This is an optimization exercise on Yosys and OpenROAD, whose aim is small area, not a production implementation.
Only simulation tests tie the RTL to the original design; equivalence was not proved.
No activity file was given, so power comes from the tool's default toggle rates.

<file path="flow/config.mk">
export PLATFORM = sky130hd
export DESIGN_NAME = gauss_filter_top
export DESIGN_NICKNAME = gauss_filter_top
export VERILOG_FILES = /design/flow/design.v
export SDC_FILE = /design/flow/constraint.sdc
export NUM_CORES = 4
export LEC_CHECK = 0
export CAP_MARGIN = 20
export CORE_MARGIN = 2
export CORE_UTILIZATION = 70
export CTS_BUF_LIST = sky130_fd_sc_hd__clkbuf_4
export CTS_CLUSTER_DIAMETER = 50
export CTS_CLUSTER_SIZE = 10
export GPL_TIMING_DRIVEN = 0
export PLACE_DENSITY = 0.8
export SLEW_MARGIN = 20
export SYNTH_HIERARCHICAL = 1
</file>
<file path="flow/constraint.sdc">
create_clock -name core_clock -period 5.0 [get_ports {clk}]
set_input_delay 1.0000 -clock core_clock [delete_from_list [all_inputs] [get_ports {clk}]]
set_output_delay 1.0000 -clock core_clock [all_outputs]
set_load 0.01 [all_outputs]
</file>
<file path="flow/design.v">
package gauss_pkg;
  typedef logic [8-1:0] pixel_t;
  typedef logic signed [18-1:0] coeff_t;
  typedef logic signed [8+18-1:0] product_t;
  typedef logic signed [48-1:0] sum_t;
endpackage
`timescale 1ns/100ps
module gauss_filter_top
(
  input  logic   clk,
  input  logic   rst,
  input  gauss_pkg::pixel_t pa,
  input  gauss_pkg::pixel_t pb,
  input  gauss_pkg::pixel_t pc,
  input  gauss_pkg::pixel_t pd,
  input  gauss_pkg::pixel_t pe,
  output gauss_pkg::pixel_t p_out
);
  logic rst_d;                              
  logic s0;
  logic c1;
  logic s2;
  logic c3;
  logic s4;
  logic c5;
  logic s6;
  logic c7;
  logic s8;
  logic c9;
  logic s10;
  logic c11;
  logic s12;
  logic c13;
  logic s14;
  logic c15;
  logic s16;
  logic c17;
  logic s18;
  logic c19;
  logic s20;
  logic c21;
  logic s22;
  logic c23;
  logic s24;
  logic c25;
  logic s26;
  logic c27;
  logic s28;
  logic c29;
  logic s30;
  logic c31;
  logic s32;
  logic c33;
  logic s34;
  logic c35;
  logic s36;
  logic c37;
  logic s38;
  logic c39;
  logic s40;
  logic c41;
  logic s42;
  logic c43;
  logic s44;
  logic c45;
  logic s46;
  logic c47;
  logic s48;
  logic c49;
  logic s50;
  logic c51;
  logic o52;
  logic o53;
  logic s54;
  logic c55;
  logic s56;
  logic c57;
  logic s58;
  logic c59;
  logic s60;
  logic c61;
  logic s62;
  logic c63;
  logic s64;
  logic c65;
  logic s66;
  logic c67;
  logic s68;
  logic c69;
  logic s70;
  logic c71;
  logic s72;
  logic c73;
  logic s74;
  logic c75;
  logic s76;
  logic c77;
  logic s78;
  logic c79;
  logic [12:0] xv0;
  logic [12:0] xv0_d;
  logic xv0_c9;
  logic s80;
  logic c81;
  logic s82;
  logic c83;
  logic s84;
  logic c85;
  logic s86;
  logic c87;
  logic s88;
  logic c89;
  logic s90;
  logic c91;
  logic s92;
  logic c93;
  logic s94;
  logic c95;
  logic [8:0] xb;
  logic [8:0] xb_d;
  logic [7:0] xc;
  logic [7:0] xc_d;
  logic [12:0] r1;
  logic [12:0] r1_d;
  logic r1_c9;
  logic s96;
  logic c97;
  logic s98;
  logic c99;
  logic s100;
  logic c101;
  logic s102;
  logic c103;
  logic s104;
  logic c105;
  logic s106;
  logic c107;
  logic s108;
  logic c109;
  logic s110;
  logic c111;
  logic s112;
  logic c113;
  logic s114;
  logic c115;
  logic s116;
  logic c117;
  logic s118;
  logic c119;
  logic s120;
  logic c121;
  logic s122;
  logic c123;
  logic s124;
  logic c125;
  logic s126;
  logic c127;
  logic s128;
  logic c129;
  logic s130;
  logic c131;
  logic s132;
  logic c133;
  logic s134;
  logic c135;
  logic s136;
  logic c137;
  logic s138;
  logic c139;
  logic s140;
  logic c141;
  logic s142;
  logic c143;
  logic s144;
  logic c145;
  logic [14:0] r2p;
  logic [14:0] r2p_d;
  logic r2p_c11;
  logic s146;
  logic c147;
  logic s148;
  logic c149;
  logic s150;
  logic c151;
  logic s152;
  logic c153;
  logic s154;
  logic c155;
  logic s156;
  logic c157;
  logic s158;
  logic c159;
  logic s160;
  logic c161;
  logic s162;
  logic c163;
  logic s164;
  logic c165;
  logic s166;
  logic c167;
  logic s168;
  logic c169;
  logic s170;
  logic c171;
  logic s172;
  logic c173;
  logic s174;
  logic c175;
  logic s176;
  logic c177;
  logic s178;
  logic c179;
  logic [10:0] r2q;
  logic [10:0] r2q_d;
  logic s180;
  logic c181;
  logic s182;
  logic c183;
  logic s184;
  logic c185;
  logic s186;
  logic c187;
  logic s188;
  logic c189;
  logic s190;
  logic c191;
  logic s192;
  logic c193;
  logic s194;
  logic c195;
  logic s196;
  logic c197;
  logic s198;
  logic c199;
  logic s200;
  logic c201;
  logic s202;
  logic c203;
  logic s204;
  logic c205;
  logic s206;
  logic c207;
  logic s208;
  logic c209;
  logic s210;
  logic c211;
  logic s212;
  logic c213;
  logic s214;
  logic c215;
  logic s216;
  logic c217;
  logic s218;
  logic c219;
  logic s220;
  logic c221;
  logic s222;
  logic c223;
  logic s224;
  logic c225;
  logic s226;
  logic c227;
  logic s228;
  logic c229;
  logic s230;
  logic c231;
  logic s232;
  logic c233;
  logic s234;
  logic c235;
  logic s236;
  logic c237;
  logic s238;
  logic c239;
  logic s240;
  logic c241;
  logic s242;
  logic c243;
  logic s244;
  logic c245;
  logic s246;
  logic c247;
  logic o248;
  logic o249;
  logic s250;
  logic c251;
  logic o252;
  logic o253;
  logic s254;
  logic c255;
  logic s256;
  logic c257;
  logic s258;
  logic c259;
  logic s260;
  logic c261;
  logic s262;
  logic c263;
  logic s264;
  logic c265;
  logic s266;
  logic c267;
  logic s268;
  logic c269;
  logic s270;
  logic c271;
  logic s272;
  logic c273;
  logic s274;
  logic c275;
  logic s276;
  logic c277;
  logic s278;
  logic c279;
  logic o280;
  logic o281;
  logic [15:0] r3p;
  logic [15:0] r3p_d;
  logic r3p_c12;
  logic s282;
  logic c283;
  logic s284;
  logic c285;
  logic s286;
  logic c287;
  logic s288;
  logic c289;
  logic s290;
  logic c291;
  logic s292;
  logic c293;
  logic s294;
  logic c295;
  logic s296;
  logic c297;
  logic s298;
  logic c299;
  logic s300;
  logic c301;
  logic s302;
  logic c303;
  logic s304;
  logic c305;
  logic s306;
  logic c307;
  logic s308;
  logic c309;
  logic s310;
  logic c311;
  logic s312;
  logic c313;
  logic s314;
  logic c315;
  logic s316;
  logic c317;
  logic s318;
  logic c319;
  logic s320;
  logic c321;
  logic s322;
  logic c323;
  logic s324;
  logic c325;
  logic s326;
  logic c327;
  logic s328;
  logic c329;
  logic s330;
  logic c331;
  logic s332;
  logic c333;
  logic s334;
  logic c335;
  logic n336;
  logic [12:0] r3q;
  logic [12:0] r3q_d;
  logic r3q_c11;
  logic s337;
  logic c338;
  logic s339;
  logic c340;
  logic s341;
  logic c342;
  logic s343;
  logic c344;
  logic s345;
  logic c346;
  logic s347;
  logic c348;
  logic s349;
  logic c350;
  logic s351;
  logic c352;
  logic s353;
  logic c354;
  logic s355;
  logic c356;
  logic s357;
  logic c358;
  logic s359;
  logic c360;
  logic s361;
  logic c362;
  logic o363;
  logic o364;
  logic s365;
  logic c366;
  logic s367;
  logic c368;
  logic s369;
  logic c370;
  logic s371;
  logic c372;
  logic s373;
  logic c374;
  logic s375;
  logic c376;
  logic s377;
  logic c378;
  logic s379;
  logic c380;
  logic s381;
  logic c382;
  logic s383;
  logic c384;
  logic s385;
  logic c386;
  logic s387;
  logic c388;
  logic [16:0] r4p;
  logic [16:0] r4p_d;
  logic r4p_c13;
  logic o389;
  logic o390;
  logic o391;
  logic o392;
  logic s393;
  logic c394;
  logic s395;
  logic c396;
  logic s397;
  logic c398;
  logic s399;
  logic c400;
  logic s401;
  logic c402;
  logic s403;
  logic c404;
  logic s405;
  logic c406;
  logic s407;
  logic c408;
  logic s409;
  logic c410;
  logic s411;
  logic c412;
  logic s413;
  logic c414;
  logic s415;
  logic c416;
  logic s417;
  logic c418;
  logic s419;
  logic c420;
  logic s421;
  logic c422;
  logic s423;
  logic c424;
  logic s425;
  logic c426;
  logic s427;
  logic c428;
  logic s429;
  logic c430;
  logic s431;
  logic c432;
  logic s433;
  logic c434;
  logic s435;
  logic c436;
  logic s437;
  logic c438;
  logic s439;
  logic c440;
  logic s441;
  logic c442;
  logic s443;
  logic c444;
  logic s445;
  logic c446;
  logic s447;
  logic c448;
  logic s449;
  logic c450;
  logic [7:0] r4q;
  logic [7:0] r4q_d;
  logic r4q_c5;
  logic s451;
  logic c452;
  logic o453;
  logic o454;
  logic s455;
  logic c456;
  logic s457;
  logic c458;
  logic s459;
  logic c460;
  logic s461;
  logic c462;
  logic s463;
  logic c464;
  logic s465;
  logic c466;
  logic s467;
  logic c468;
  logic s469;
  logic c470;
  logic s471;
  logic c472;
  logic s473;
  logic c474;
  logic s475;
  logic c476;
  logic s477;
  logic c478;
  logic s479;
  logic c480;
  logic s481;
  logic c482;
  logic s483;
  logic c484;
  logic s485;
  logic c486;
  logic o487;
  logic o488;
  logic s489;
  logic c490;
  logic s491;
  logic c492;
  logic s493;
  logic c494;
  logic s495;
  logic c496;
  logic s497;
  logic c498;
  logic s499;
  logic c500;
  logic s501;
  logic c502;
  logic s503;
  logic c504;
  logic s505;
  logic c506;
  logic o507;
  logic o508;
  logic s509;
  logic c510;
  logic s511;
  logic c512;
  logic s513;
  logic c514;
  logic s515;
  logic c516;
  logic s517;
  logic c518;
  logic o519;
  logic o520;
  logic s521;
  logic c522;
  logic s523;
  logic c524;
  logic s525;
  logic c526;
  logic s527;
  logic c528;
  logic s529;
  logic c530;
  logic s531;
  logic c532;
  logic s533;
  logic c534;
  logic s535;
  logic c536;
  logic s537;
  logic c538;
  logic s539;
  logic c540;
  logic s541;
  logic c542;
  logic s543;
  logic c544;
  logic o545;
  logic o546;
  logic x547;
  logic s548;
  logic c549;
  logic x550;
  logic s551;
  logic c552;
  logic x553;
  logic s554;
  logic c555;
  logic x556;
  logic s557;
  logic c558;
  logic p559;
  logic s560;
  logic c561;
  logic s562;
  logic c563;
  logic s564;
  logic c565;
  logic s566;
  logic c567;
  logic s568;
  logic c569;
  logic s570;
  logic c571;
  logic s572;
  logic c573;
  logic s574;
  logic c575;
  logic [7:0] f1;
  logic [7:0] f1_d;
  logic f1_c0;
  logic f1_g1;
  logic f1_p2;
  logic ci576;
  logic s577;
  logic c578;
  logic s579;
  logic c580;
  logic s581;
  logic c582;
  logic s583;
  logic c584;
  logic s585;
  logic c586;
  logic s587;
  logic c588;
  logic s589;
  logic c590;
  logic s591;
  logic c592;
  logic [7:0] res;
  gauss_fa u_s0 (.a(pa[0]), .b(pe[0]), .ci(~pc[0]), .s(s0), .co(c1));
  gauss_fa u_s2 (.a(pa[1]), .b(pe[1]), .ci(~pc[1]), .s(s2), .co(c3));
  gauss_fa u_s4 (.a(pa[2]), .b(pe[2]), .ci(pb[0]), .s(s4), .co(c5));
  gauss_fa u_s6 (.a(pd[0]), .b(~pc[2]), .ci(c3), .s(s6), .co(c7));
  gauss_fa u_s8 (.a(pa[3]), .b(pe[3]), .ci(pb[1]), .s(s8), .co(c9));
  gauss_fa u_s10 (.a(pd[1]), .b(pc[0]), .ci(~pc[3]), .s(s10), .co(c11));
  gauss_fa u_s12 (.a(c5), .b(s8), .ci(s10), .s(s12), .co(c13));
  gauss_fa u_s14 (.a(pa[4]), .b(pe[4]), .ci(pb[2]), .s(s14), .co(c15));
  gauss_fa u_s16 (.a(pd[2]), .b(pc[1]), .ci(~pc[4]), .s(s16), .co(c17));
  gauss_fa u_s18 (.a(c9), .b(c11), .ci(s14), .s(s18), .co(c19));
  gauss_fa u_s20 (.a(s16), .b(s18), .ci(c13), .s(s20), .co(c21));
  gauss_fa u_s22 (.a(pa[5]), .b(pe[5]), .ci(pb[3]), .s(s22), .co(c23));
  gauss_fa u_s24 (.a(pd[3]), .b(pc[2]), .ci(~pc[5]), .s(s24), .co(c25));
  gauss_fa u_s26 (.a(c15), .b(c17), .ci(s22), .s(s26), .co(c27));
  gauss_fa u_s28 (.a(s24), .b(c19), .ci(s26), .s(s28), .co(c29));
  gauss_fa u_s30 (.a(pa[6]), .b(pe[6]), .ci(pb[4]), .s(s30), .co(c31));
  gauss_fa u_s32 (.a(pd[4]), .b(pc[3]), .ci(~pc[6]), .s(s32), .co(c33));
  gauss_fa u_s34 (.a(c23), .b(c25), .ci(s30), .s(s34), .co(c35));
  gauss_fa u_s36 (.a(s32), .b(c27), .ci(s34), .s(s36), .co(c37));
  gauss_fa u_s38 (.a(pa[7]), .b(pe[7]), .ci(pb[5]), .s(s38), .co(c39));
  gauss_fa u_s40 (.a(pd[5]), .b(pc[4]), .ci(~pc[7]), .s(s40), .co(c41));
  gauss_fa u_s42 (.a(c31), .b(c33), .ci(s38), .s(s42), .co(c43));
  gauss_fa u_s44 (.a(s40), .b(c35), .ci(s42), .s(s44), .co(c45));
  gauss_fa u_s46 (.a(pb[6]), .b(pd[6]), .ci(pc[5]), .s(s46), .co(c47));
  gauss_fa u_s48 (.a(c39), .b(c41), .ci(s46), .s(s48), .co(c49));
  gauss_fa u_s50 (.a(c43), .b(s48), .ci(c45), .s(s50), .co(c51));
  gauss_xnor u_o52 (.a(pb[7]), .b(pd[7]), .o(o52));
  gauss_or u_o53 (.a(pb[7]), .b(pd[7]), .o(o53));
  gauss_fa u_s54 (.a(pc[6]), .b(o52), .ci(c47), .s(s54), .co(c55));
  gauss_fa u_s56 (.a(c49), .b(s54), .ci(c51), .s(s56), .co(c57));
  gauss_fa u_s58 (.a(pc[7]), .b(o53), .ci(c55), .s(s58), .co(c59));
  gauss_ha u_s60 (.a(c1), .b(s2), .s(s60), .co(c61));
  gauss_fa u_s62 (.a(s4), .b(s6), .ci(c61), .s(s62), .co(c63));
  gauss_fa u_s64 (.a(c7), .b(s12), .ci(c63), .s(s64), .co(c65));
  gauss_ha u_s66 (.a(s20), .b(c65), .s(s66), .co(c67));
  gauss_fa u_s68 (.a(c21), .b(s28), .ci(c67), .s(s68), .co(c69));
  gauss_fa u_s70 (.a(c29), .b(s36), .ci(c69), .s(s70), .co(c71));
  gauss_fa u_s72 (.a(c37), .b(s44), .ci(c71), .s(s72), .co(c73));
  gauss_ha u_s74 (.a(s50), .b(c73), .s(s74), .co(c75));
  gauss_ha u_s76 (.a(c57), .b(s58), .s(s76), .co(c77));
  gauss_ha u_s78 (.a(c59), .b(c77), .s(s78), .co(c79));
  assign xv0_d[0] = s0;
  assign xv0_d[1] = s60;
  assign xv0_d[2] = s62;
  assign xv0_d[3] = s64;
  assign xv0_d[4] = s66;
  assign xv0_d[5] = s68;
  assign xv0_d[6] = s70;
  assign xv0_d[7] = s72;
  assign xv0_d[8] = s74;
  assign xv0_d[9] = s56;
  assign xv0_d[10] = s76;
  assign xv0_d[11] = s78;
  assign xv0_d[12] = c79;
  gauss_ha u_s80 (.a(pb[0]), .b(pd[0]), .s(s80), .co(c81));
  gauss_fa u_s82 (.a(pb[1]), .b(pd[1]), .ci(c81), .s(s82), .co(c83));
  gauss_fa u_s84 (.a(pb[2]), .b(pd[2]), .ci(c83), .s(s84), .co(c85));
  gauss_fa u_s86 (.a(pb[3]), .b(pd[3]), .ci(c85), .s(s86), .co(c87));
  gauss_fa u_s88 (.a(pb[4]), .b(pd[4]), .ci(c87), .s(s88), .co(c89));
  gauss_fa u_s90 (.a(pb[5]), .b(pd[5]), .ci(c89), .s(s90), .co(c91));
  gauss_fa u_s92 (.a(pb[6]), .b(pd[6]), .ci(c91), .s(s92), .co(c93));
  gauss_fa u_s94 (.a(pb[7]), .b(pd[7]), .ci(c93), .s(s94), .co(c95));
  assign xb_d[0] = s80;
  assign xb_d[1] = s82;
  assign xb_d[2] = s84;
  assign xb_d[3] = s86;
  assign xb_d[4] = s88;
  assign xb_d[5] = s90;
  assign xb_d[6] = s92;
  assign xb_d[7] = s94;
  assign xb_d[8] = c95;
  assign xc_d[0] = pc[0];
  assign xc_d[1] = pc[1];
  assign xc_d[2] = pc[2];
  assign xc_d[3] = pc[3];
  assign xc_d[4] = pc[4];
  assign xc_d[5] = pc[5];
  assign xc_d[6] = pc[6];
  assign xc_d[7] = pc[7];
  assign r1_d[0] = xv0[0];
  assign r1_d[1] = xv0[1];
  assign r1_d[2] = xv0[2];
  assign r1_d[3] = xv0[3];
  assign r1_d[4] = xv0[4];
  assign r1_d[5] = xv0[5];
  assign r1_d[6] = xv0[6];
  assign r1_d[7] = xv0[7];
  assign r1_d[8] = xv0[8];
  assign r1_d[9] = xv0[9];
  assign r1_d[10] = xv0[10];
  assign r1_d[11] = xv0[11];
  assign r1_d[12] = xv0[12];
  gauss_fa u_s96 (.a(r1[2]), .b(xv0[0]), .ci(~xc[1]), .s(s96), .co(c97));
  gauss_fa u_s98 (.a(r1[3]), .b(xv0[1]), .ci(~xc[2]), .s(s98), .co(c99));
  gauss_fa u_s100 (.a(r1[4]), .b(xv0[2]), .ci(~xc[3]), .s(s100), .co(c101));
  gauss_fa u_s102 (.a(r1[5]), .b(xv0[3]), .ci(~xc[4]), .s(s102), .co(c103));
  gauss_fa u_s104 (.a(r1[6]), .b(xv0[4]), .ci(~xc[5]), .s(s104), .co(c105));
  gauss_fa u_s106 (.a(r1[7]), .b(xv0[5]), .ci(~xc[6]), .s(s106), .co(c107));
  gauss_fa u_s108 (.a(r1[8]), .b(xv0[6]), .ci(~xc[7]), .s(s108), .co(c109));
  gauss_fa u_s110 (.a(r1[9]), .b(r1_c9), .ci(xv0[7]), .s(s110), .co(c111));
  gauss_fa u_s112 (.a(r1[10]), .b(xv0[8]), .ci(c111), .s(s112), .co(c113));
  gauss_fa u_s114 (.a(r1[11]), .b(xv0[9]), .ci(xv0_c9), .s(s114), .co(c115));
  gauss_fa u_s116 (.a(r1[12]), .b(xv0[10]), .ci(c115), .s(s116), .co(c117));
  gauss_ha u_s118 (.a(r1[1]), .b(~xc[0]), .s(s118), .co(c119));
  gauss_ha u_s120 (.a(s96), .b(c119), .s(s120), .co(c121));
  gauss_fa u_s122 (.a(c97), .b(s98), .ci(c121), .s(s122), .co(c123));
  gauss_fa u_s124 (.a(c99), .b(s100), .ci(c123), .s(s124), .co(c125));
  gauss_fa u_s126 (.a(c101), .b(s102), .ci(c125), .s(s126), .co(c127));
  gauss_fa u_s128 (.a(c103), .b(s104), .ci(c127), .s(s128), .co(c129));
  gauss_fa u_s130 (.a(c105), .b(s106), .ci(c129), .s(s130), .co(c131));
  gauss_fa u_s132 (.a(c107), .b(s108), .ci(c131), .s(s132), .co(c133));
  gauss_fa u_s134 (.a(c109), .b(s110), .ci(c133), .s(s134), .co(c135));
  gauss_ha u_s136 (.a(s112), .b(c135), .s(s136), .co(c137));
  gauss_ha u_s138 (.a(c113), .b(s114), .s(s138), .co(c139));
  gauss_ha u_s140 (.a(s116), .b(c139), .s(s140), .co(c141));
  gauss_fa u_s142 (.a(xv0[11]), .b(c117), .ci(c141), .s(s142), .co(c143));
  assign s144 = xv0[12] ^ c143;
  assign r2p_d[0] = r1[0];
  assign r2p_d[1] = s118;
  assign r2p_d[2] = s120;
  assign r2p_d[3] = s122;
  assign r2p_d[4] = s124;
  assign r2p_d[5] = s126;
  assign r2p_d[6] = s128;
  assign r2p_d[7] = s130;
  assign r2p_d[8] = s132;
  assign r2p_d[9] = s134;
  assign r2p_d[10] = s136;
  assign r2p_d[11] = s138;
  assign r2p_d[12] = s140;
  assign r2p_d[13] = s142;
  assign r2p_d[14] = s144;
  gauss_fa u_s146 (.a(xb[2]), .b(xc[0]), .ci(~xc[2]), .s(s146), .co(c147));
  gauss_fa u_s148 (.a(xb[3]), .b(xc[1]), .ci(~xc[3]), .s(s148), .co(c149));
  gauss_fa u_s150 (.a(xb[4]), .b(xc[2]), .ci(~xc[4]), .s(s150), .co(c151));
  gauss_fa u_s152 (.a(xb[5]), .b(xc[3]), .ci(~xc[5]), .s(s152), .co(c153));
  gauss_fa u_s154 (.a(xb[6]), .b(xc[4]), .ci(~xc[6]), .s(s154), .co(c155));
  gauss_fa u_s156 (.a(xb[7]), .b(xc[5]), .ci(~xc[7]), .s(s156), .co(c157));
  gauss_fa u_s158 (.a(xb[8]), .b(xc[6]), .ci(c157), .s(s158), .co(c159));
  gauss_ha u_s160 (.a(xb[0]), .b(~xc[0]), .s(s160), .co(c161));
  gauss_fa u_s162 (.a(xb[1]), .b(~xc[1]), .ci(c161), .s(s162), .co(c163));
  gauss_ha u_s164 (.a(s146), .b(c163), .s(s164), .co(c165));
  gauss_fa u_s166 (.a(c147), .b(s148), .ci(c165), .s(s166), .co(c167));
  gauss_fa u_s168 (.a(c149), .b(s150), .ci(c167), .s(s168), .co(c169));
  gauss_fa u_s170 (.a(c151), .b(s152), .ci(c169), .s(s170), .co(c171));
  gauss_fa u_s172 (.a(c153), .b(s154), .ci(c171), .s(s172), .co(c173));
  gauss_fa u_s174 (.a(c155), .b(s156), .ci(c173), .s(s174), .co(c175));
  gauss_ha u_s176 (.a(s158), .b(c175), .s(s176), .co(c177));
  gauss_fa u_s178 (.a(xc[7]), .b(c159), .ci(c177), .s(s178), .co(c179));
  assign r2q_d[0] = s160;
  assign r2q_d[1] = s162;
  assign r2q_d[2] = s164;
  assign r2q_d[3] = s166;
  assign r2q_d[4] = s168;
  assign r2q_d[5] = s170;
  assign r2q_d[6] = s172;
  assign r2q_d[7] = s174;
  assign r2q_d[8] = s176;
  assign r2q_d[9] = s178;
  assign r2q_d[10] = c179;
  gauss_fa u_s180 (.a(r2p[1]), .b(~xv0[1]), .ci(~xb[0]), .s(s180), .co(c181));
  gauss_fa u_s182 (.a(r2p[2]), .b(~xv0[2]), .ci(~xb[1]), .s(s182), .co(c183));
  gauss_fa u_s184 (.a(r2p[3]), .b(xv0[0]), .ci(~xv0[3]), .s(s184), .co(c185));
  gauss_fa u_s186 (.a(~xb[2]), .b(~xc[0]), .ci(c183), .s(s186), .co(c187));
  gauss_fa u_s188 (.a(r2p[4]), .b(xv0[1]), .ci(~xv0[4]), .s(s188), .co(c189));
  gauss_fa u_s190 (.a(~xb[3]), .b(~xc[1]), .ci(c185), .s(s190), .co(c191));
  gauss_fa u_s192 (.a(s188), .b(c187), .ci(s190), .s(s192), .co(c193));
  gauss_fa u_s194 (.a(r2p[5]), .b(xv0[2]), .ci(~xv0[5]), .s(s194), .co(c195));
  gauss_fa u_s196 (.a(~xb[4]), .b(~xc[2]), .ci(c189), .s(s196), .co(c197));
  gauss_fa u_s198 (.a(s194), .b(c191), .ci(s196), .s(s198), .co(c199));
  gauss_fa u_s200 (.a(r2p[6]), .b(xv0[3]), .ci(~xv0[6]), .s(s200), .co(c201));
  gauss_fa u_s202 (.a(~xb[5]), .b(~xc[3]), .ci(c195), .s(s202), .co(c203));
  gauss_fa u_s204 (.a(s200), .b(c197), .ci(s202), .s(s204), .co(c205));
  gauss_fa u_s206 (.a(r2p[7]), .b(xv0[4]), .ci(~xv0[7]), .s(s206), .co(c207));
  gauss_fa u_s208 (.a(~xb[6]), .b(~xc[4]), .ci(c201), .s(s208), .co(c209));
  gauss_fa u_s210 (.a(s206), .b(c203), .ci(s208), .s(s210), .co(c211));
  gauss_fa u_s212 (.a(r2p[8]), .b(xv0[5]), .ci(~xv0[8]), .s(s212), .co(c213));
  gauss_fa u_s214 (.a(~xb[7]), .b(~xc[5]), .ci(c207), .s(s214), .co(c215));
  gauss_fa u_s216 (.a(s212), .b(c209), .ci(s214), .s(s216), .co(c217));
  gauss_fa u_s218 (.a(r2p[9]), .b(xv0[6]), .ci(~xv0[9]), .s(s218), .co(c219));
  gauss_fa u_s220 (.a(~xv0_c9), .b(~xb[8]), .ci(~xc[6]), .s(s220), .co(c221));
  gauss_fa u_s222 (.a(c213), .b(s218), .ci(s220), .s(s222), .co(c223));
  gauss_fa u_s224 (.a(c215), .b(s222), .ci(c217), .s(s224), .co(c225));
  gauss_fa u_s226 (.a(r2p[10]), .b(xv0[7]), .ci(~xv0[10]), .s(s226), .co(c227));
  gauss_fa u_s228 (.a(~xc[7]), .b(c219), .ci(c221), .s(s228), .co(c229));
  gauss_fa u_s230 (.a(s226), .b(c223), .ci(s228), .s(s230), .co(c231));
  gauss_fa u_s232 (.a(r2p[11]), .b(r2p_c11), .ci(xv0[8]), .s(s232), .co(c233));
  gauss_fa u_s234 (.a(~xv0[11]), .b(c227), .ci(s232), .s(s234), .co(c235));
  gauss_fa u_s236 (.a(c229), .b(s234), .ci(c231), .s(s236), .co(c237));
  gauss_fa u_s238 (.a(r2p[12]), .b(xv0[9]), .ci(xv0_c9), .s(s238), .co(c239));
  gauss_fa u_s240 (.a(~xv0[12]), .b(c233), .ci(s238), .s(s240), .co(c241));
  gauss_fa u_s242 (.a(c235), .b(s240), .ci(c237), .s(s242), .co(c243));
  gauss_fa u_s244 (.a(r2p[13]), .b(xv0[10]), .ci(c239), .s(s244), .co(c245));
  gauss_fa u_s246 (.a(c241), .b(s244), .ci(c243), .s(s246), .co(c247));
  gauss_xnor u_o248 (.a(r2p[14]), .b(xv0[11]), .o(o248));
  gauss_or u_o249 (.a(r2p[14]), .b(xv0[11]), .o(o249));
  gauss_fa u_s250 (.a(o248), .b(c245), .ci(c247), .s(s250), .co(c251));
  gauss_xnor u_o252 (.a(xv0[12]), .b(o249), .o(o252));
  gauss_or u_o253 (.a(xv0[12]), .b(o249), .o(o253));
  gauss_ha u_s254 (.a(r2p[0]), .b(~xv0[0]), .s(s254), .co(c255));
  gauss_ha u_s256 (.a(s180), .b(c255), .s(s256), .co(c257));
  gauss_fa u_s258 (.a(c181), .b(s182), .ci(c257), .s(s258), .co(c259));
  gauss_fa u_s260 (.a(s184), .b(s186), .ci(c259), .s(s260), .co(c261));
  gauss_ha u_s262 (.a(s192), .b(c261), .s(s262), .co(c263));
  gauss_fa u_s264 (.a(c193), .b(s198), .ci(c263), .s(s264), .co(c265));
  gauss_fa u_s266 (.a(c199), .b(s204), .ci(c265), .s(s266), .co(c267));
  gauss_fa u_s268 (.a(c205), .b(s210), .ci(c267), .s(s268), .co(c269));
  gauss_fa u_s270 (.a(c211), .b(s216), .ci(c269), .s(s270), .co(c271));
  gauss_ha u_s272 (.a(s224), .b(c271), .s(s272), .co(c273));
  gauss_fa u_s274 (.a(c225), .b(s230), .ci(c273), .s(s274), .co(c275));
  gauss_ha u_s276 (.a(s236), .b(c275), .s(s276), .co(c277));
  gauss_ha u_s278 (.a(c251), .b(o252), .s(s278), .co(c279));
  assign r3p_d[0] = s254;
  assign r3p_d[1] = s256;
  assign r3p_d[2] = s258;
  assign r3p_d[3] = s260;
  assign r3p_d[4] = s262;
  assign r3p_d[5] = s264;
  assign r3p_d[6] = s266;
  assign r3p_d[7] = s268;
  assign r3p_d[8] = s270;
  assign r3p_d[9] = s272;
  assign r3p_d[10] = s274;
  assign r3p_d[11] = s276;
  assign r3p_d[12] = s242;
  assign r3p_d[13] = s246;
  assign r3p_d[14] = s250;
  assign r3p_d[15] = s278;
  gauss_fa u_s282 (.a(r2q[2]), .b(xb[0]), .ci(xc[0]), .s(s282), .co(c283));
  gauss_fa u_s284 (.a(r2q[3]), .b(xb[1]), .ci(xc[1]), .s(s284), .co(c285));
  gauss_fa u_s286 (.a(~xb[3]), .b(c283), .ci(s284), .s(s286), .co(c287));
  gauss_fa u_s288 (.a(r2q[4]), .b(xb[2]), .ci(xc[2]), .s(s288), .co(c289));
  gauss_fa u_s290 (.a(~xb[4]), .b(c285), .ci(s288), .s(s290), .co(c291));
  gauss_fa u_s292 (.a(r2q[5]), .b(xb[3]), .ci(xc[3]), .s(s292), .co(c293));
  gauss_fa u_s294 (.a(~xb[5]), .b(c289), .ci(s292), .s(s294), .co(c295));
  gauss_fa u_s296 (.a(r2q[6]), .b(xb[4]), .ci(xc[4]), .s(s296), .co(c297));
  gauss_fa u_s298 (.a(~xb[6]), .b(c293), .ci(s296), .s(s298), .co(c299));
  gauss_fa u_s300 (.a(r2q[7]), .b(xb[5]), .ci(xc[5]), .s(s300), .co(c301));
  gauss_fa u_s302 (.a(~xb[7]), .b(c297), .ci(s300), .s(s302), .co(c303));
  gauss_fa u_s304 (.a(r2q[8]), .b(xb[6]), .ci(xc[6]), .s(s304), .co(c305));
  gauss_fa u_s306 (.a(~xb[8]), .b(c301), .ci(s304), .s(s306), .co(c307));
  gauss_fa u_s308 (.a(r2q[9]), .b(xb[7]), .ci(xc[7]), .s(s308), .co(c309));
  gauss_fa u_s310 (.a(c305), .b(s308), .ci(c307), .s(s310), .co(c311));
  gauss_fa u_s312 (.a(r2q[10]), .b(xb[8]), .ci(c309), .s(s312), .co(c313));
  gauss_ha u_s314 (.a(r2q[0]), .b(~xb[0]), .s(s314), .co(c315));
  gauss_fa u_s316 (.a(r2q[1]), .b(~xb[1]), .ci(c315), .s(s316), .co(c317));
  gauss_fa u_s318 (.a(~xb[2]), .b(s282), .ci(c317), .s(s318), .co(c319));
  gauss_ha u_s320 (.a(s286), .b(c319), .s(s320), .co(c321));
  gauss_fa u_s322 (.a(c287), .b(s290), .ci(c321), .s(s322), .co(c323));
  gauss_fa u_s324 (.a(c291), .b(s294), .ci(c323), .s(s324), .co(c325));
  gauss_fa u_s326 (.a(c295), .b(s298), .ci(c325), .s(s326), .co(c327));
  gauss_fa u_s328 (.a(c299), .b(s302), .ci(c327), .s(s328), .co(c329));
  gauss_fa u_s330 (.a(c303), .b(s306), .ci(c329), .s(s330), .co(c331));
  gauss_ha u_s332 (.a(s310), .b(c331), .s(s332), .co(c333));
  gauss_fa u_s334 (.a(c311), .b(s312), .ci(c333), .s(s334), .co(c335));
  assign n336 = ~c313;
  assign r3q_d[0] = s314;
  assign r3q_d[1] = s316;
  assign r3q_d[2] = s318;
  assign r3q_d[3] = s320;
  assign r3q_d[4] = s322;
  assign r3q_d[5] = s324;
  assign r3q_d[6] = s326;
  assign r3q_d[7] = s328;
  assign r3q_d[8] = s330;
  assign r3q_d[9] = s332;
  assign r3q_d[10] = s334;
  assign r3q_d[11] = n336;
  assign r3q_d[12] = c313;
  gauss_fa u_s337 (.a(r3p[2]), .b(xv0[0]), .ci(~xc[1]), .s(s337), .co(c338));
  gauss_fa u_s339 (.a(r3p[3]), .b(xv0[1]), .ci(~xc[2]), .s(s339), .co(c340));
  gauss_fa u_s341 (.a(r3p[4]), .b(xv0[2]), .ci(~xc[3]), .s(s341), .co(c342));
  gauss_fa u_s343 (.a(r3p[5]), .b(xv0[3]), .ci(~xc[4]), .s(s343), .co(c344));
  gauss_fa u_s345 (.a(r3p[6]), .b(xv0[4]), .ci(~xc[5]), .s(s345), .co(c346));
  gauss_fa u_s347 (.a(r3p[7]), .b(xv0[5]), .ci(~xc[6]), .s(s347), .co(c348));
  gauss_fa u_s349 (.a(r3p[8]), .b(xv0[6]), .ci(~xc[7]), .s(s349), .co(c350));
  gauss_fa u_s351 (.a(r3p[9]), .b(xv0[7]), .ci(c350), .s(s351), .co(c352));
  gauss_fa u_s353 (.a(r3p[10]), .b(xv0[8]), .ci(c352), .s(s353), .co(c354));
  gauss_fa u_s355 (.a(r3p[11]), .b(xv0[9]), .ci(xv0_c9), .s(s355), .co(c356));
  gauss_fa u_s357 (.a(r3p[12]), .b(r3p_c12), .ci(xv0[10]), .s(s357), .co(c358));
  gauss_fa u_s359 (.a(r3p[13]), .b(xv0[11]), .ci(c358), .s(s359), .co(c360));
  gauss_fa u_s361 (.a(r3p[14]), .b(xv0[12]), .ci(c360), .s(s361), .co(c362));
  gauss_xnor u_o363 (.a(r3p[15]), .b(c362), .o(o363));
  gauss_or u_o364 (.a(r3p[15]), .b(c362), .o(o364));
  gauss_ha u_s365 (.a(r3p[1]), .b(~xc[0]), .s(s365), .co(c366));
  gauss_ha u_s367 (.a(s337), .b(c366), .s(s367), .co(c368));
  gauss_fa u_s369 (.a(c338), .b(s339), .ci(c368), .s(s369), .co(c370));
  gauss_fa u_s371 (.a(c340), .b(s341), .ci(c370), .s(s371), .co(c372));
  gauss_fa u_s373 (.a(c342), .b(s343), .ci(c372), .s(s373), .co(c374));
  gauss_fa u_s375 (.a(c344), .b(s345), .ci(c374), .s(s375), .co(c376));
  gauss_fa u_s377 (.a(c346), .b(s347), .ci(c376), .s(s377), .co(c378));
  gauss_fa u_s379 (.a(c348), .b(s349), .ci(c378), .s(s379), .co(c380));
  gauss_ha u_s381 (.a(s351), .b(c380), .s(s381), .co(c382));
  gauss_ha u_s383 (.a(s353), .b(c382), .s(s383), .co(c384));
  gauss_fa u_s385 (.a(c354), .b(s355), .ci(c384), .s(s385), .co(c386));
  gauss_fa u_s387 (.a(c356), .b(s357), .ci(c386), .s(s387), .co(c388));
  assign r4p_d[0] = r3p[0];
  assign r4p_d[1] = s365;
  assign r4p_d[2] = s367;
  assign r4p_d[3] = s369;
  assign r4p_d[4] = s371;
  assign r4p_d[5] = s373;
  assign r4p_d[6] = s375;
  assign r4p_d[7] = s377;
  assign r4p_d[8] = s379;
  assign r4p_d[9] = s381;
  assign r4p_d[10] = s383;
  assign r4p_d[11] = s385;
  assign r4p_d[12] = s387;
  assign r4p_d[13] = s359;
  assign r4p_d[14] = s361;
  assign r4p_d[15] = o363;
  assign r4p_d[16] = o364;
  gauss_xnor u_o389 (.a(r3q[0]), .b(xb[0]), .o(o389));
  gauss_or u_o390 (.a(r3q[0]), .b(xb[0]), .o(o390));
  gauss_xnor u_o391 (.a(r3q[1]), .b(xb[1]), .o(o391));
  gauss_or u_o392 (.a(r3q[1]), .b(xb[1]), .o(o392));
  gauss_fa u_s393 (.a(~xc[1]), .b(o391), .ci(o390), .s(s393), .co(c394));
  gauss_fa u_s395 (.a(r3q[2]), .b(xb[2]), .ci(xc[0]), .s(s395), .co(c396));
  gauss_fa u_s397 (.a(~xc[2]), .b(o392), .ci(s395), .s(s397), .co(c398));
  gauss_fa u_s399 (.a(r3q[3]), .b(xb[3]), .ci(xc[1]), .s(s399), .co(c400));
  gauss_fa u_s401 (.a(~xc[3]), .b(c396), .ci(s399), .s(s401), .co(c402));
  gauss_fa u_s403 (.a(r3q[4]), .b(xb[4]), .ci(xc[2]), .s(s403), .co(c404));
  gauss_fa u_s405 (.a(~xc[4]), .b(c400), .ci(s403), .s(s405), .co(c406));
  gauss_fa u_s407 (.a(r3q[5]), .b(xb[5]), .ci(xc[3]), .s(s407), .co(c408));
  gauss_fa u_s409 (.a(~xc[5]), .b(c404), .ci(s407), .s(s409), .co(c410));
  gauss_fa u_s411 (.a(r3q[6]), .b(xb[6]), .ci(xc[4]), .s(s411), .co(c412));
  gauss_fa u_s413 (.a(~xc[6]), .b(c408), .ci(s411), .s(s413), .co(c414));
  gauss_fa u_s415 (.a(r3q[7]), .b(xb[7]), .ci(xc[5]), .s(s415), .co(c416));
  gauss_fa u_s417 (.a(~xc[7]), .b(c412), .ci(s415), .s(s417), .co(c418));
  gauss_fa u_s419 (.a(r3q[8]), .b(xb[8]), .ci(xc[6]), .s(s419), .co(c420));
  gauss_fa u_s421 (.a(c416), .b(s419), .ci(c418), .s(s421), .co(c422));
  gauss_fa u_s423 (.a(r3q[9]), .b(xc[7]), .ci(c420), .s(s423), .co(c424));
  assign c426 = ~xc[0] & o389;
  assign c428 = s393 & c426;
  gauss_maj u_s429 (.a(c394), .b(s397), .ci(c428), .o(c430));
  gauss_maj u_s431 (.a(c398), .b(s401), .ci(c430), .o(c432));
  gauss_maj u_s433 (.a(c402), .b(s405), .ci(c432), .o(c434));
  gauss_fa u_s435 (.a(c406), .b(s409), .ci(c434), .s(s435), .co(c436));
  gauss_fa u_s437 (.a(c410), .b(s413), .ci(c436), .s(s437), .co(c438));
  gauss_fa u_s439 (.a(c414), .b(s417), .ci(c438), .s(s439), .co(c440));
  gauss_ha u_s441 (.a(s421), .b(c440), .s(s441), .co(c442));
  gauss_fa u_s443 (.a(c422), .b(s423), .ci(c442), .s(s443), .co(c444));
  gauss_ha u_s445 (.a(r3q[10]), .b(c424), .s(s445), .co(c446));
  gauss_fa u_s447 (.a(r3q[11]), .b(r3q_c11), .ci(c446), .s(s447), .co(c448));
  assign s449 = r3q[12] ^ c448;
  assign r4q_d[0] = s435;
  assign r4q_d[1] = s437;
  assign r4q_d[2] = s439;
  assign r4q_d[3] = s441;
  assign r4q_d[4] = s443;
  assign r4q_d[5] = s445;
  assign r4q_d[6] = s447;
  assign r4q_d[7] = s449;
  gauss_maj u_s451 (.a(r4q[0]), .b(~r4p[0]), .ci(~xv0[0]), .o(c452));
  gauss_xnor u_o453 (.a(r4q[1]), .b(~r4p[1]), .o(o453));
  gauss_or u_o454 (.a(r4q[1]), .b(~r4p[1]), .o(o454));
  gauss_maj u_s455 (.a(~xv0[1]), .b(o453), .ci(c452), .o(c456));
  gauss_fa u_s457 (.a(r4q[2]), .b(~r4p[2]), .ci(~xv0[2]), .s(s457), .co(c458));
  gauss_maj u_s459 (.a(o454), .b(s457), .ci(c456), .o(c460));
  gauss_fa u_s461 (.a(r4q[3]), .b(~r4p[3]), .ci(~xv0[3]), .s(s461), .co(c462));
  gauss_maj u_s463 (.a(c458), .b(s461), .ci(c460), .o(c464));
  gauss_fa u_s465 (.a(r4p[0]), .b(xv0[0]), .ci(r4q[4]), .s(s465), .co(c466));
  gauss_fa u_s467 (.a(~r4p[4]), .b(~xv0[4]), .ci(s465), .s(s467), .co(c468));
  gauss_maj u_s469 (.a(c462), .b(s467), .ci(c464), .o(c470));
  gauss_fa u_s471 (.a(r4p[1]), .b(xv0[1]), .ci(r4q[5]), .s(s471), .co(c472));
  gauss_fa u_s473 (.a(r4q_c5), .b(~r4p[5]), .ci(~xv0[5]), .s(s473), .co(c474));
  gauss_fa u_s475 (.a(c466), .b(s471), .ci(s473), .s(s475), .co(c476));
  gauss_maj u_s477 (.a(c468), .b(s475), .ci(c470), .o(c478));
  gauss_fa u_s479 (.a(r4p[2]), .b(xv0[2]), .ci(r4q[6]), .s(s479), .co(c480));
  gauss_fa u_s481 (.a(~r4p[6]), .b(~xv0[6]), .ci(c472), .s(s481), .co(c482));
  gauss_fa u_s483 (.a(s479), .b(c474), .ci(s481), .s(s483), .co(c484));
  gauss_maj u_s485 (.a(c476), .b(s483), .ci(c478), .o(c486));
  gauss_xnor u_o487 (.a(r4p[3]), .b(xv0[3]), .o(o487));
  gauss_or u_o488 (.a(r4p[3]), .b(xv0[3]), .o(o488));
  gauss_fa u_s489 (.a(r4q[7]), .b(~r4p[7]), .ci(~xv0[7]), .s(s489), .co(c490));
  gauss_fa u_s491 (.a(o487), .b(c480), .ci(s489), .s(s491), .co(c492));
  gauss_fa u_s493 (.a(c482), .b(s491), .ci(c484), .s(s493), .co(c494));
  gauss_fa u_s495 (.a(r4p[4]), .b(xv0[4]), .ci(~r4p[8]), .s(s495), .co(c496));
  gauss_fa u_s497 (.a(~xv0[8]), .b(o488), .ci(c490), .s(s497), .co(c498));
  gauss_fa u_s499 (.a(s495), .b(c492), .ci(s497), .s(s499), .co(c500));
  gauss_fa u_s501 (.a(r4p[5]), .b(xv0[5]), .ci(~r4p[9]), .s(s501), .co(c502));
  gauss_fa u_s503 (.a(~xv0[9]), .b(~xv0_c9), .ci(c496), .s(s503), .co(c504));
  gauss_fa u_s505 (.a(s501), .b(c498), .ci(s503), .s(s505), .co(c506));
  gauss_xnor u_o507 (.a(r4p[6]), .b(xv0[6]), .o(o507));
  gauss_or u_o508 (.a(r4p[6]), .b(xv0[6]), .o(o508));
  gauss_fa u_s509 (.a(~r4p[10]), .b(~xv0[10]), .ci(o507), .s(s509), .co(c510));
  gauss_fa u_s511 (.a(c502), .b(s509), .ci(c504), .s(s511), .co(c512));
  gauss_fa u_s513 (.a(r4p[7]), .b(xv0[7]), .ci(~r4p[11]), .s(s513), .co(c514));
  gauss_fa u_s515 (.a(~xv0[11]), .b(o508), .ci(s513), .s(s515), .co(c516));
  gauss_fa u_s517 (.a(c510), .b(s515), .ci(c512), .s(s517), .co(c518));
  gauss_xnor u_o519 (.a(r4p[8]), .b(xv0[8]), .o(o519));
  gauss_or u_o520 (.a(r4p[8]), .b(xv0[8]), .o(o520));
  gauss_fa u_s521 (.a(~r4p[12]), .b(~xv0[12]), .ci(o519), .s(s521), .co(c522));
  gauss_fa u_s523 (.a(c514), .b(s521), .ci(c516), .s(s523), .co(c524));
  gauss_fa u_s525 (.a(r4p[9]), .b(xv0[9]), .ci(xv0_c9), .s(s525), .co(c526));
  gauss_fa u_s527 (.a(~r4p[13]), .b(~r4p_c13), .ci(o520), .s(s527), .co(c528));
  gauss_fa u_s529 (.a(s525), .b(c522), .ci(s527), .s(s529), .co(c530));
  gauss_fa u_s531 (.a(r4p[10]), .b(xv0[10]), .ci(~r4p[14]), .s(s531), .co(c532));
  gauss_fa u_s533 (.a(c526), .b(s531), .ci(c528), .s(s533), .co(c534));
  gauss_fa u_s535 (.a(r4p[11]), .b(xv0[11]), .ci(~r4p[15]), .s(s535), .co(c536));
  gauss_fa u_s537 (.a(c532), .b(s535), .ci(c534), .s(s537), .co(c538));
  gauss_fa u_s539 (.a(r4p[12]), .b(xv0[12]), .ci(~r4p[16]), .s(s539), .co(c540));
  gauss_fa u_s541 (.a(c536), .b(s539), .ci(c538), .s(s541), .co(c542));
  gauss_fa u_s543 (.a(r4p[13]), .b(r4p_c13), .ci(c540), .s(s543), .co(c544));
  gauss_xnor u_o545 (.a(r4p[14]), .b(c544), .o(o545));
  gauss_or u_o546 (.a(r4p[14]), .b(c544), .o(o546));
  assign x547 = c486 ^ s493;
  assign c549 = c486 & s493;
  assign x550 = c494 ^ s499;
  gauss_maj u_s551 (.a(c494), .b(s499), .ci(c549), .o(c552));
  assign x553 = c500 ^ s505;
  gauss_maj u_s554 (.a(c500), .b(s505), .ci(c552), .o(c555));
  assign x556 = c506 ^ s511;
  gauss_maj u_s557 (.a(c506), .b(s511), .ci(c555), .o(c558));
  assign p559 = s517;
  gauss_ha u_s560 (.a(c518), .b(s523), .s(s560), .co(c561));
  gauss_fa u_s562 (.a(c524), .b(s529), .ci(c561), .s(s562), .co(c563));
  gauss_fa u_s564 (.a(c530), .b(s533), .ci(c563), .s(s564), .co(c565));
  gauss_ha u_s566 (.a(s537), .b(c565), .s(s566), .co(c567));
  gauss_ha u_s568 (.a(s541), .b(c567), .s(s568), .co(c569));
  gauss_fa u_s570 (.a(c542), .b(s543), .ci(c569), .s(s570), .co(c571));
  gauss_ha u_s572 (.a(o545), .b(c571), .s(s572), .co(c573));
  gauss_fa u_s574 (.a(r4p[15]), .b(o546), .ci(c573), .s(s574), .co(c575));
  assign f1_d[0] = s560;
  assign f1_d[1] = s562;
  assign f1_d[2] = s564;
  assign f1_d[3] = s566;
  assign f1_d[4] = s568;
  assign f1_d[5] = s570;
  assign f1_d[6] = s572;
  assign f1_d[7] = s574;
  assign ci576 = (f1_g1 | (f1_p2 & f1_c0));
  gauss_ha u_s577 (.a(f1[0]), .b(ci576), .s(s577), .co(c578));
  gauss_ha u_s579 (.a(f1[1]), .b(c578), .s(s579), .co(c580));
  gauss_ha u_s581 (.a(f1[2]), .b(c580), .s(s581), .co(c582));
  gauss_ha u_s583 (.a(f1[3]), .b(c582), .s(s583), .co(c584));
  gauss_ha u_s585 (.a(f1[4]), .b(c584), .s(s585), .co(c586));
  gauss_ha u_s587 (.a(f1[5]), .b(c586), .s(s587), .co(c588));
  gauss_ha u_s589 (.a(f1[6]), .b(c588), .s(s589), .co(c590));
  assign s591 = f1[7] ^ c590;
  assign res[0] = s577;
  assign res[1] = s579;
  assign res[2] = s581;
  assign res[3] = s583;
  assign res[4] = s585;
  assign res[5] = s587;
  assign res[6] = s589;
  assign res[7] = s591;
  always_ff @(posedge clk) begin
    if (rst) begin
      xv0 <= 13'd767;
      xv0_c9 <= 1'd0;
      xb <= 9'd0;
      xc <= 8'd0;
      r3p <= 16'd5095;
      r3p_c12 <= 1'd0;
    end else begin
      xv0 <= xv0_d;
      xv0_c9 <= c75;
      xb <= xb_d;
      xc <= xc_d;
      r3p <= r3p_d;
      r3p_c12 <= c277;
    end
  end
  always_ff @(posedge clk) begin
    if (rst | rst_d) begin
      r2p <= 15'd4345;
      r2p_c11 <= 1'd0;
      r3q <= 13'd2814;
      r3q_c11 <= 1'd0;
    end else begin
      r2p <= r2p_d;
      r2p_c11 <= c137;
      r3q <= r3q_d;
      r3q_c11 <= c335;
    end
  end
  always_ff @(posedge clk) begin
    r1 <= r1_d;
    r1_c9 <= xv0_c9;
    r2q <= r2q_d;
    r4p <= r4p_d;
    r4p_c13 <= c388;
    r4q <= r4q_d;
    r4q_c5 <= c444;
    f1 <= f1_d;
    f1_c0 <= c558;
    f1_g1 <= 1'b0;
    f1_p2 <= p559;
  end
  always_ff @(posedge clk) begin
    rst_d <= rst;
  end
  localparam int ODLY = 20;
  logic [7:0] dly [ODLY+1];
  always_ff @(posedge clk) begin
    dly[0] <= res;
    for (int i = 1; i <= ODLY; i++) begin
      dly[i] <= dly[i-1];
    end
  end
  logic [4:0] since_rst;
  always_ff @(posedge clk) begin
    if (rst) begin
      since_rst <= '0;
    end else if (since_rst != 5'd23) begin
      since_rst <= since_rst + 5'd1;
    end
  end
  assign p_out = (since_rst == 5'd23) ? dly[ODLY] : '0;
endmodule
module gauss_fa (input logic a, b, ci, output logic s, co);
  assign s  = a ^ b ^ ci;
  assign co = (a & b) | (a & ci) | (b & ci);
endmodule
module gauss_ha (input logic a, b, output logic s, co);
  assign s  = a ^ b;
  assign co = a & b;
endmodule
module gauss_maj (input logic a, b, ci, output logic o);
  assign o = (a & b) | (a & ci) | (b & ci);
endmodule
module gauss_xnor (input logic a, b, output logic o);
  assign o = ~(a ^ b);
endmodule
module gauss_or (input logic a, b, output logic o);
  assign o = a | b;
endmodule
</file>
<file path="flow/flow/run.sh">
#!/bin/bash
cp standard.sh standard_copy.txt
export BUFFER_PORTS_ARGS="-buffer_cell sky130_fd_sc_hd__buf_1"
bash standard.sh finish > standard_flow.log 2>&1
</file>
<file path="flow/standard.sh">
#!/bin/bash
# synth_recipe.tcl (not shown) runs the flow's synth.tcl, then flattens the netlist and writes it again
# the make line also repeats each setting of config.mk as NAME=value (left out here)
make -C /OpenROAD-flow-scripts/flow DESIGN_CONFIG=/design/flow/config.mk WORK_HOME=/design/flow/orfs CLKGATE_MAP_FILE= SYNTH_SCRIPT=/design/flow/synth_recipe.tcl "${@:-finish}"
</file>
==> results of run 1 <==
[area by class of cell]
class,instances,area share (%)
Buffer,10,0.3546
Clock inverter,4,0.5692
Sequential cell,314,47.06
Antenna cell,1,0.01866
Timing Repair Buffer,57,1.820
Inverter,58,1.680
Multi-Input combinational cell,403,44.21
Clock buffer,39,2.184
Tap cell,225,2.100
[worst max-delay path: cells and delay by family (launching register included)]
| family | cells | cell delay [ps] |
|---|---|---|
| buf+inv | 1 | 120 |
| fa+ha+maj | 12 | 4240 |
| flops | 1 | 370 |
[sequential cells by signal (all words and copies together) (netlist names), 9 cells and up]
register  flops
r2q          11
r1           13
r3p          16
xb            9
xv0          13
r2p          15
dly         168
r4p          17
r3q          13
[power groups by stage]
stage | sequential (mW) | clock, mW | combinational [mW]
global route | 4.40 | 1.35 | 5.54
CTS | 4.30 | 1.27 | 4.74
detailed placement | 4.35 | 0 | 4.65
floorplan | 4.13 | 0 | 3.52
global placement | 4.29 | 0 | 4.34
finish | 4.26 | 1.22 | 4.62
[what timing repair did]
item / 4_1_cts / 5_1_grt
gates cloned: 0 / 0
endpoints found under the setup margin: 4 / 4
hold buffers: 0 / 0
buffers inserted: 1 / 7
resized for setup: 5 / 12
pin swaps: 0 / 0
[cell usage after synthesis, types with 2 or more instances]
cell	count	area, µm²
and2_1	23	143.9
or2_2	18	112.6
dfxtp_1	314	6286
ha_1	41	513.0
xnor2_1	12	105.1
nand3_1	2	10.01
nor3_1	2	10.01
buf_2	2	10.01
or2_1	10	62.56
inv_1	58	217.7
or3_1	15	93.84
clkbuf_1	7	26.28
nor2_1	12	45.04
xor2_1	4	35.03
fa_1	222	4444
nor2b_1	22	137.6
maj3_2	13	146.4
[per-module statistics from Yosys (local to each module, per instance)]
| module | flip-flops and latches | area (µm²) | cells |
|---|---|---|---|
| gauss_fa | 0 | 20.02 | 1 |
| gauss_filter_top | 314 | 7227 | 489 |
| gauss_maj | 0 | 11.26 | 1 |
| gauss_or | 0 | 6.256 | 1 |
| gauss_xnor | 0 | 8.758 | 1 |
| gauss_ha | 0 | 12.51 | 1 |
[cells in the final DEF (no fill, tap or decap), types with 2 or more instances in the layout]
master and instances:
clkbuf_4 39, ha_1 41, inv_1 56, dfxtp_2 4
dfxtp_4 5, maj3_2 13, or2_1 10, bufinv_16 2
buf_1 49, fa_1 221, buf_2 2, clkbuf_1 7
xor2_1 4, nor2b_1 22, and2_1 23, or2_2 18
or3_1 15, buf_4 8, dfxtp_1 305, nor2_1 12
xnor2_1 12, nor3_1 2, clkinvlp_4 3, nand3_1 2
[worst max-delay path by stage]
| stage | endpoint | startpoint | slack, ps | cells after the start |
|---|---|---|---|---|
| after floorplan | r4p[12]$_DFF_P_ | xc[1]$_SDFF_PP0_ | 250 | 13 |
| after global placement | r4p[12]$_DFF_P_ | xc[1]$_SDFF_PP0_ | -70 | 13 |
| after detailed placement | r4p[12]$_DFF_P_ | xc[1]$_SDFF_PP0_ | -150 | 13 |
| after CTS | r4p[12]$_DFF_P_ | xv0[0]$_SDFF_PP1_ | 0.9 | 12 |
| after global routing | r4p[12]$_DFF_P_ | xc[1]$_SDFF_PP0_ | -4 | 13 |
| final | r4p[12]$_DFF_P_ | xc[1]$_SDFF_PP0_ | 160 | 13 |
[layer usage]
layer / vias to the layer above / global-route usage, % / share of wire (%)
li1: 2583 / - / -
met1: 2913 / 31.86 / 42
met2: 102 / 40.93 / 52
met3: 41 / 4.709 / 3.8
met4: 0 / 9.221 / 2.7
met5: - / 0 / 0
[logic make-up after synthesis]
group           after synthesis  synth area share [%]
compound gates                2                0.1104
buf+inv                      68                 2.126
xor+xnor                     17                 1.254
mux                           1               0.08023
fa+ha+maj                   276                 40.90
flops                       314                 50.38
simple gates                107                 5.144
==> results.py, run 1 <==
metrics = {
    "outcome": {
        "status": "complete, no violations",
    },
    "floorplan": {
        "core-area_um2": 17360,
        "die_w_um": 137.5,
        "start_util_pct": 71.89,
        "row_count": 48,
        "ios": 50,
        "die_height_um": 137.5,
        "die_area_um2": 18910,
    },
    "layout": {
        "fin_nets": 1186,
        "fill_cells": 1020,
        "layout-drive-gt1-share_pct": 11.19,
        "multi_input_area_um2": 5928,
        "fin_cells": 1111,
        "utilization_pct": 77.25,
        "seqCellArea_um2": 6310,
        "final_area_um2": 13410,
        "areaGrowthSynthToFinish_pct": 7.461,
    },
    "power": {
        "switchingPower_mw": 3.480,
        "irDropWorstVdd_uv": 530.3,
        "clock_power_share_pct": 12.1,
        "p_seq_share_pct": 42.2,
        "comb_power_share_pct": 45.7,
        "internal-power_mw": 6.619,
        "total_power_mw": 10.10,
        "power_density_nw_per_um2": 753.2,
        "leakage_nw": 5.485,
        "switching_share_pct": 34.46,
    },
    "placed_design": {
        "dp_hpwl_mm": 15.67,
        "port_buffers": 49,
        "dpl-instance-area_um2": 12940,
        "dpl.cell_count": 1059,
        "pre_cts_ws_ps": -147.7,
        "routabilityCongestion": 0.8310,
    },
    "worst_setup_path": {
        "slowest_delay_ps": 450,
        "worstPathMaxFanout": 2,
        "end_kind": "flop",
        "worst_r2r_endpoint": "r4p[12]$_DFF_P_",
        "r2r_setup_slack_ps": 160,
        "rr_worst_depth": 13,
        "cp-start-kind": "flop",
        "cpMostUsedCell": "fa_1",
        "worstPathRequired_ps": 5520,
        "cp.arrival_ps": 5350,
        "cpMaxStageDelayCell": "fa_1",
        "crit_path_cell_trace": "clkinvlp_4, fa_1, ha_1, fa_1, fa_1, fa_1, fa_1, fa_1, fa_1, ha_1, ha_1, fa_1, fa_1",
        "worstReg2RegStart": "xc[1]$_SDFF_PP0_",
        "worstSetupPathType": "flop to flop",
    },
    "drt": {
        "viasPerCell": 5.076,
        "drc": 0,
        "routed_wirelength_mm": 19.83,
        "drt_iter0_markers": 195,
        "via_count": 5639,
        "drt-pass1-iter-count": 6,
        "routedWlPerCell_um": 17.85,
        "ant_nets": 0,
    },
    "cts": {
        "cts_max_level": 2,
        "cts_sinks": 314,
        "cts_buffers": 37,
        "cts-root-buf": "clkbuf_4",
        "clockBufferDepth": 3,
        "path_clk_slew_ps": 110,
        "tritoncts": "done",
        "clock_latency_ps": 660,
    },
    "sta": {
        "worst_pin_slew_ps": 738.3,
        "setup_viol": 0,
        "layout_setup_ws_ps": 164.4,
        "clock_skew_ps": 48.58,
        "finalMaxSlewViolations": 0,
        "tns_ps": 0,
        "period_needed_ps": 4836,
        "fin_crit_sh_pct": 96.71,
        "slew_headroom_pct": 50.78,
        "hold-worst-slack_ps": 287.8,
        "max_freq_mhz": 206.8,
        "final-hold-violation-count": 0,
    },
    "worst_hold_path": {
        "min_to": "dly[3][0]$_DFF_P_",
        "holdCritStartpoint": "dly[2][0]$_DFF_P_",
        "hold-path-cell-count": 0,
        "min_path_type": "flop to flop",
    },
    "logic_synthesis": {
        "yosysSeqAreaShare_pct": 50.38,
        "syn_area_um2": 12480,
        "synth_edf_count": 0,
        "ys_warn_count": 8,
        "ys_async_sr_fraction_pct": 0,
        "synth_cells": 785,
        "synth-main-ff-cell": "dfxtp_1",
        "syn_avg_cell_area_um2": 15.89,
        "synthesis.nets": 1090,
        "synth_seq_cells": 314,
        "synthDistinctLibCells": 25,
    },
    "grt": {
        "grt_pass1_wl_mm": 33.99,
        "grt_start_max_net_pins": 12,
        "grt_usage_pct": 24.35,
        "antenna_found_initial": 1,
        "grt_pass1_vias": 6865,
        "grt-ovfl-total": 0,
    },
    "job": {
        "cap_viol_max_count": 0,
    },
}
==> run 2: changes to the inputs <==
--- a/flow/config.mk
+++ b/flow/config.mk
@@ -8,9 +8,9 @@
 export CAP_MARGIN = 20
 export CORE_MARGIN = 2
 export CORE_UTILIZATION = 70
-export CTS_BUF_LIST = sky130_fd_sc_hd__clkbuf_4
-export CTS_CLUSTER_DIAMETER = 50
-export CTS_CLUSTER_SIZE = 10
+export CTS_BUF_LIST = sky130_fd_sc_hd__clkbuf_8
+export CTS_CLUSTER_DIAMETER = 70
+export CTS_CLUSTER_SIZE = 20
 export GPL_TIMING_DRIVEN = 0
 export PLACE_DENSITY = 0.8
 export SLEW_MARGIN = 20
==> run 2 against run 1 <==
Effect of this change: die area unchanged; register-to-register slack barely moved; wire length is 2.2% lower; via count is 1.6% lower; non-clock buffer count fell by 3; sequential share of layout area up 0.33 points; clock power decreased by 13%; largest cell class unchanged; highest routed layer unchanged.
==> results.py, run 2 <==
metrics = {
    "power": {
        "power_density_nw_per_um2": 746.6,
        "switchingPower_mw": 3.423,
        "switching_share_pct": 34.46,
        "leakage_nw": 5.413,
        "total_power_mw": 9.934,
        "internal-power_mw": 6.511,
        "comb_power_share_pct": 46.5,
        "p_seq_share_pct": 42.8,
        "clock_power_share_pct": 10.7,
        "irDropWorstVdd_uv": 530.1,
    },
    "sta": {
        "clock_skew_ps": 18.48,
        "max_freq_mhz": 206.3,
        "finalMaxSlewViolations": 0,
        "hold-worst-slack_ps": 323.2,
        "tns_ps": 0,
        "setup_viol": 0,
        "fin_crit_sh_pct": 96.96,
        "period_needed_ps": 4848,
        "worst_pin_slew_ps": 754.3,
        "final-hold-violation-count": 0,
        "grt_setup_unrepaired": "no",
        "slew_headroom_pct": 49.72,
    },
    "layout": {
        "areaGrowthSynthToFinish_pct": 6.649,
        "layout-drive-gt1-share_pct": 8.585,
        "utilization_pct": 76.67,
        "fin_nets": 1165,
        "final_common_cell": "dfxtp_1",
        "fin_cells": 1089,
        "largest_register": "dly",
        "final_cell_mix": "306 x dfxtp_1, 221 x fa_1, 57 x inv_1, 49 x buf_1, 41 x ha_1",
        "reg_top3": "dly: 168 flops, r4p: 17 flops, r3p: 16 flops",
        "largest_reg_flops": 168,
    },
    "logic_synthesis": {
        "synth_seq_cells": 314,
        "synth_top_area_share_pct": 50.38,
        "synthDistinctLibCells": 25,
        "ys_async_sr_fraction_pct": 0,
        "syn_area_um2": 12480,
        "ys_warn_count": 8,
        "synthesis.nets": 1090,
        "yosys.area.top_type": "dfxtp_1",
        "yosysMostFrequentCell": "dfxtp_1",
        "synth_edf_count": 0,
        "syn_avg_cell_area_um2": 15.89,
        "synthTopCellsByArea": "dfxtp_1 50%, fa_1 36%, ha_1 4.1%, inv_1 1.7%, maj3_2 1.2%",
        "synth_cells": 785,
        "synth-main-ff-cell": "dfxtp_1",
        "ys_top_cells_by_count": "314 x dfxtp_1, 222 x fa_1, 58 x inv_1",
        "yosysSeqAreaShare_pct": 50.38,
    },
    "worst_setup_path": {
        "worstPathMaxFanout": 2,
        "crit_path_cell_trace": "clkinvlp_4, fa_1, ha_1, fa_1, fa_1, fa_1, fa_1, fa_1, fa_1, ha_1, ha_1, fa_2, fa_1",
        "cp.arrival_ps": 5270,
        "worstPathRequired_ps": 5420,
        "worstSetupPathType": "flop to flop",
        "r2r_setup_slack_ps": 150,
        "end_kind": "flop",
        "cpMaxStageDelayCell": "fa_1",
        "slowest_delay_ps": 450,
        "cpMostUsedCell": "fa_1",
        "cp-start-kind": "flop",
    },
    "cts": {
        "cts_max_level": 1,
        "clockBufferDepth": 3,
        "cts-root-buf": "clkbuf_8",
        "clock_latency_ps": 530,
        "tritoncts": "done",
        "cts_buffers": 19,
        "cts_sinks": 314,
        "path_clk_slew_ps": 130,
    },
    "grt": {
        "grt-busiest-layer": "met2",
        "grt_usage_pct": 23.59,
        "grt-ovfl-total": 0,
        "grt_pass1_vias": 6642,
        "grt_start_max_net_pins": 21,
        "met3_usage_pct": 3.900,
        "antenna_found_initial": 0,
        "grt_pass1_wl_mm": 33.29,
        "use_met2_pct": 40.22,
        "met1_usage_pct": 32.05,
    },
    "drt": {
        "routed_wirelength_mm": 19.39,
        "drt-pass1-iter-count": 4,
        "ant_nets": 0,
        "drc": 0,
        "viasPerCell": 5.093,
        "drt_iter0_markers": 173,
        "via_count": 5546,
        "routedWlPerCell_um": 17.81,
    },
    "floorplan": {
        "die_area_um2": 18910,
        "start_util_pct": 71.89,
        "die_w_um": 137.5,
        "ios": 50,
        "core-area_um2": 17360,
        "die_height_um": 137.5,
        "row_count": 48,
    },
    "worst_hold_path": {
        "min_path_type": "flop to flop",
    },
    "placed_design": {
        "dpl.cell_count": 1059,
        "routabilityCongestion": 0.8310,
        "port_buffers": 49,
        "dp_hpwl_mm": 15.67,
    },
    "outcome": {
        "status": "complete, no violations",
    },
    "job": {
        "cap_viol_max_count": 0,
    },
}
run 2: cell counts after synthesis:
No cell type changed its count.
run 2: cells by family after synthesis:
| kind of cell | count (synthesis) | synth area share (%) |
|---|---|---|
| mux | 1 | 0.08023 |
| buf+inv | 68 | 2.126 |
| xor+xnor | 17 | 1.254 |
| fa+ha+maj | 276 | 40.90 |
| compound gates | 2 | 0.1104 |
| simple gates | 107 | 5.144 |
| flops | 314 | 50.38 |
run 2: Yosys stat by module, one instance, submodules excluded:
module | area, µm² | times used
gauss_filter_top | 7227 | 1
gauss_ha | 12.51 | 40
gauss_or | 6.256 | 10
gauss_xnor | 8.758 | 11
gauss_maj | 11.26 | 13
gauss_fa | 20.02 | 222
run 2: metrics by stage:
step	setup slack [ps]	instance area, µm²
floorplan	249.9	12480
global placement	-71.59	12940
detailed placement	-147.7	12940
CTS	28.30	13270
global route	6.720	13300
finish	152.1	13310
run 2: worst paths after layout:
kind | from | endpoint | depth (start not counted)
min | dly[0][0]$_DFF_P_ | dly[1][0]$_DFF_P_ | 0
max | xc[1]$_SDFF_PP0_ | r4p[12]$_DFF_P_ | 13
min reg2reg | dly[0][0]$_DFF_P_ | dly[1][0]$_DFF_P_ | 0
max reg2reg | xc[1]$_SDFF_PP0_ | r4p[12]$_DFF_P_ | 13
run 2: cell type report:
class                   count  area, µm²
multi-input cells         403       5928
repair buffers             54      221.5
fillers                  1037       4050
clock buffers              20      275.3
diodes                      2      5.005
well taps                 225      281.5
inverters                  58      225.2
flip-flops and latches    314       6306
clock inverters             3      16.27
plain buffers              10      47.55
run 2: critical path, delay by kind of cell, from the launching register on:
family | cells | cell delay, ps
fa+ha+maj | 12 | 4220
flops | 1 | 380
buf+inv | 1 | 120
run 2: timing repair:
| action | 4_1_cts | 5_1_grt |
|---|---|---|
| hold buffers | 0 | 0 |
| gates cloned | 0 | 0 |
| gates resized for setup | 10 | 5 |
| endpoints found under the setup margin | 4 | 3 |
| setup buffers | 2 | 3 |
run 2: layer usage:
metal | vias to the layer above | share of wire [%]
li1 | 2524 | -
met1 | 2895 | 43
met2 | 87 | 51
met3 | 40 | 3.3
met4 | 0 | 2.8
met5 | - | 0
run 2: power groups by stage:
stage | sequential (mW) | combinational, mW | clock (mW)
2_1_floorplan | 4.13 | 3.52 | 0
3_3_place_gp | 4.29 | 4.34 | 0
3_5_place_dp | 4.35 | 4.65 | 0
4_1_cts | 4.29 | 4.74 | 1.10
5_1_grt | 4.39 | 5.51 | 1.18
6_report | 4.25 | 4.62 | 1.06

re-timing with driven ports:
The flow's constraints put no driver on any port. The routed layouts listed below were extracted and timed again, unchanged, in two steps. Step 1 assumes that a clkbuf_16 drives the clock port and a buf_2 every other input. Step 2 moves the port delays by t, midway between the first and last clock arrival at a register: inputs arrive t later, outputs are due t later. That takes back most of the time a late clock gives input paths. a / b / c = ideal ports / drivers / drivers and shift; a / b = the first two.
run | t, ns | setup slack, ns | clock arrival spread, ns | pins driven straight from the clock port
run 1 | 0.669 | 0.164 / 0.164 / 0.077 | 0.052 / 0.052 | 1
run 2 | 0.561 | 0.152 / 0.152 / 0.070 | 0.021 / 0.022 | 1
After both steps every run listed still meets setup and hold. For run 1, which loses most, drivers alone change the setup slack by 0.000 ns; drivers and shift together by -0.087 ns.
